This design comes from an exercise in tuning for small area, a short achievable clock period and few clock cycles on the open sky130 flow, not from production work. Function was checked by simulation only, so behaviour that the tests miss may differ from the original. Power figures rest on the tool's default switching activity, not on a simulated workload.

==> inputs of job 6383 <==
==> flow/design.v (excerpt) <==
module otsu_threshold_finder_top #(
  parameter int LEVELS     = 256,
  parameter int COUNT_BITS = 20
) (
  input  wire logic                  clk_i,
  input  wire logic                  rst_ni,
  input  wire logic                  in_valid_i,
  output logic                       in_stall_o,
  input  wire logic [otsu_pkg::LEVEL_BITS-1:0] pixel_i,
  input  wire logic                  last_pixel_i,
  output logic                       out_valid_o,
  input  wire logic                  out_stall_i,
  output logic [otsu_pkg::LEVEL_BITS-1:0]      threshold_o
);
  localparam int CW = 20;
  logic [255:0][CW-1:0] hist_q;
  logic          in_stall_q, clr_q;
  logic          v0_q, last0_q, v1_q, last1_q, v2_q, last2_q, go_q;
  logic [7:0]    p0_q, p1_q, p2_q;
  logic [CW-1:0] r1_q, rd, wdata, w2_q;
  logic          inc, inc2_q;
  logic [27:0]   ntot_q;
  logic [35:0]   stot_q;
  logic [7:0]    raddr, s_addr, s_res;
  logic          s_addr_ld;
  logic          s_active, s_done, s_ack;
  logic          out_valid_q;
  logic [7:0]    thr_q;
  logic          take;
  assign take = in_valid_i & ~in_stall_q;
  always_ff @(posedge clk_i or negedge rst_ni) begin
    if (!rst_ni) begin
      v0_q       <= 1'b0;
      v1_q       <= 1'b0;
      v2_q       <= 1'b0;
      go_q       <= 1'b0;
      in_stall_q <= 1'b0;
      clr_q      <= 1'b1;
    end else begin
      v0_q  <= take;
      v1_q  <= v0_q;
      v2_q  <= v1_q;
      go_q  <= v2_q & last2_q;
  ...
Settings: LEC_CHECK=0, ABC_CLOCK_PERIOD_IN_PS=4000, CAP_MARGIN=20, CELL_PAD_IN_SITES_DETAIL_PLACEMENT=1, CELL_PAD_IN_SITES_GLOBAL_PLACEMENT=2, CORE_MARGIN=2, CORE_UTILIZATION=40, CTS_CLUSTER_DIAMETER=100, CTS_CLUSTER_SIZE=20, PLACE_DENSITY=0.5, SLEW_MARGIN=20, SYNTH_MEMORY_MAX_BITS=8192; clock period 12.0 ns.
standard.sh (not shown) runs the stock make flow with config.mk's settings and CLKGATE_MAP_FILE= SYNTH_SCRIPT=/design/flow/synth_recipe.tcl, a recipe that flattens the netlist after the stock synthesis.
==> flow/flow/run.sh <==
#!/bin/bash
set -euo pipefail
MARGIN=8
sed "s|\"\${@:-finish}\"|SETUP_SLACK_MARGIN=${MARGIN} \"\${@:-finish}\"|" standard.sh > standard_margin.sh
grep -q "SETUP_SLACK_MARGIN=${MARGIN}" standard_margin.sh
bash standard_margin.sh > flow_make.log 2>&1
test -f out/final.def
==> job 4876: changes against job 6383 <==
--- a/flow/design.v
+++ b/flow/design.v
@@ -63,23 +63,18 @@
   assign r2 = {hi_q[29:0], 10'b0};
   assign r3 = {hi_q[59:30], 10'b0};
   assign m0 = r0 ^ r1 ^ r2;
   assign m1 = ((r0 & r1) | (r0 & r2) | (r1 & r2)) << 1;
   assign n0 = m0 ^ m1 ^ r3;
   assign n1 = ((m0 & m1) | (m0 & r3) | (m1 & r3)) << 1;
-  logic [19:0] lo20, hi0, hi1;
-  logic        c20;
-  assign {c20, lo20} = {1'b0, n0[19:0]} + {1'b0, n1[19:0]};
-  assign hi0 = n0[39:20] + n1[39:20];
-  assign hi1 = n0[39:20] + n1[39:20] + 20'd1;
   always_ff @(posedge clk_i) begin
     a_q  <= a_i;
     b_q  <= b_i;
     lo_q <= csa10(a_q, b_q[9:0]);
     hi_q <= csa10(a_q, b_q[19:10]);
-    p_q  <= {c20 ? hi1 : hi0, lo20};
+    p_q  <= n0 + n1;
   end
   always_ff @(posedge clk_i or negedge rst_ni) begin
     if (!rst_ni) begin
       t0_q <= '0;
       t1_q <= '0;
       t2_q <= '0;
@@ -240,18 +235,15 @@
     else if (d == 10'sd1)  eclass = C_P1;
     else if (d == 10'sd0)  eclass = C_Z;
     else if (d == -10'sd1) eclass = C_M1;
     else                   eclass = C_LT;
   endfunction
   logic signed [9:0] ed0;
-  logic [21:0]       rxa, rxb, thi_c, tlo_c;
-  assign ed0   = signed'({2'b0, lb_q}) - signed'({2'b0, rb_q}) - signed'(10'(prod_t));
-  assign rxa   = {2'b0, prod[39:20]};
-  assign rxb   = {2'b0, prod[38:19]};
-  assign thi_c = prod_t ? rxa + 22'(rxa[21:16]) + 22'd1 : rxb + 22'(rxb[21:16]) + 22'd1;
-  assign tlo_c = prod_t ? rxa - 22'(rxa[21:16]) - 22'd1 : rxb - 22'(rxb[21:16]) - 22'd1;
+  logic [21:0]       r1x;
+  assign ed0 = signed'({2'b0, lb_q}) - signed'({2'b0, rb_q}) - signed'(10'(prod_t));
+  assign r1x = {2'b0, prod_m};
   logic [2:0]  cls;
   logic [22:0] lx, thi, tlo;
   logic        f_gt, f_lt, d_gt, d_amb;
   assign cls   = prod_t ? cls1_q : cls0_q;
   assign lx    = (cls == C_P1) ? {2'b0, prod_m, 1'b0} : {3'b0, prod_m};
   assign thi   = (cls == C_M1) ? {thi_q, 1'b0} : {1'b0, thi_q};
@@ -499,14 +491,14 @@
         lb_q <= 8'(bwe_q[cand]) + 8'(bpe_q[ptr_q]);
         rb_q <= 8'(bwe_q[ptr_q]) + 8'(bpe_q[cand]);
       end
       if (ph_f_q == 3'd4) begin
         cls0_q <= eclass(ed0);
         cls1_q <= eclass(ed0 + 10'sd1);
-        thi_q  <= thi_c;
-        tlo_q  <= tlo_c;
+        thi_q  <= r1x + 22'(r1x[21:16]) + 22'd1;
+        tlo_q  <= r1x - 22'(r1x[21:16]) - 22'd1;
       end
     end
   end
   logic [1:0] nfl, nfi;
   logic       nside, ncol_end;
   always_comb begin
==> notes.md <==
Against job 4876, the die area of job 6383 is larger by about 0.7%. Clock power is about the same in job 6383 and job 4876. Critical path depth is the same in job 6383 and job 4876. In job 6383 the core utilization is higher than in job 4876, by 0.67 points.
==> figures <==
|  | job 6383 | job 4876 |
|---|---|---|
| Power per unit of standard cell area | 274 mW/mm^2 | 275 mW/mm^2 |
| Complex-gate fraction of the synthesized area | 13.1% | 13.2% |
| Number of core rows | 317 | 316 |
| Ratio of routed vias to standard cells | 6.28 | 6.19 |
| Seq Cell Count | 6866 | 6865 |
| Number of unique standard cell types used by synthesis | 99 | 121 |
| Power of the combinational group | 0.0442 W | 0.0423 W |
| Slowest cell on crit path | sky130_fd_sc_hd__or3_4 | sky130_fd_sc_hd__fa_1 |
| Outcome | complete, no violations | complete, no violations |
| Overall power | 0.0938 W | 0.0919 W |
Testbench counts of job 6383, summed over its fixed seeds: cycles 300,295.
Testbench counts of job 4876, summed over its fixed seeds: cycles 300,295.

-- static timing again, ports no longer ideal --
Ports are ideal in the flow. The routed layouts listed here were re-timed in OpenROAD.
Step 1 sets driving cells, clkbuf_16 on the clock port and buf_2 on the other inputs (assumed; they add their load-dependent delay and slew).
Step 2 also shifts input and output timing later by t, the mid clock arrival at the registers, as if the neighbouring blocks saw the same clock.
Three values: ideal, step 1, step 2; two values: the first two.
run | t, ns | setup WS [ns] | latest minus earliest clock arrival (ns) | worst data-port slew with drivers (ns) | pins driven straight from the clock port
job 6383 | 1.239 | 7.145 / 7.145 / 7.145 | 0.087 / 0.087 | 0.23 | 1
job 4876 | 1.243 | 7.783 / 7.740 / 7.380 | 0.121 / 0.122 | 0.06 | 1
After both steps setup and hold are still met in every run listed. For job 4876, which loses most, drivers alone change the setup slack by -0.043 ns; drivers and shift together by -0.403 ns.
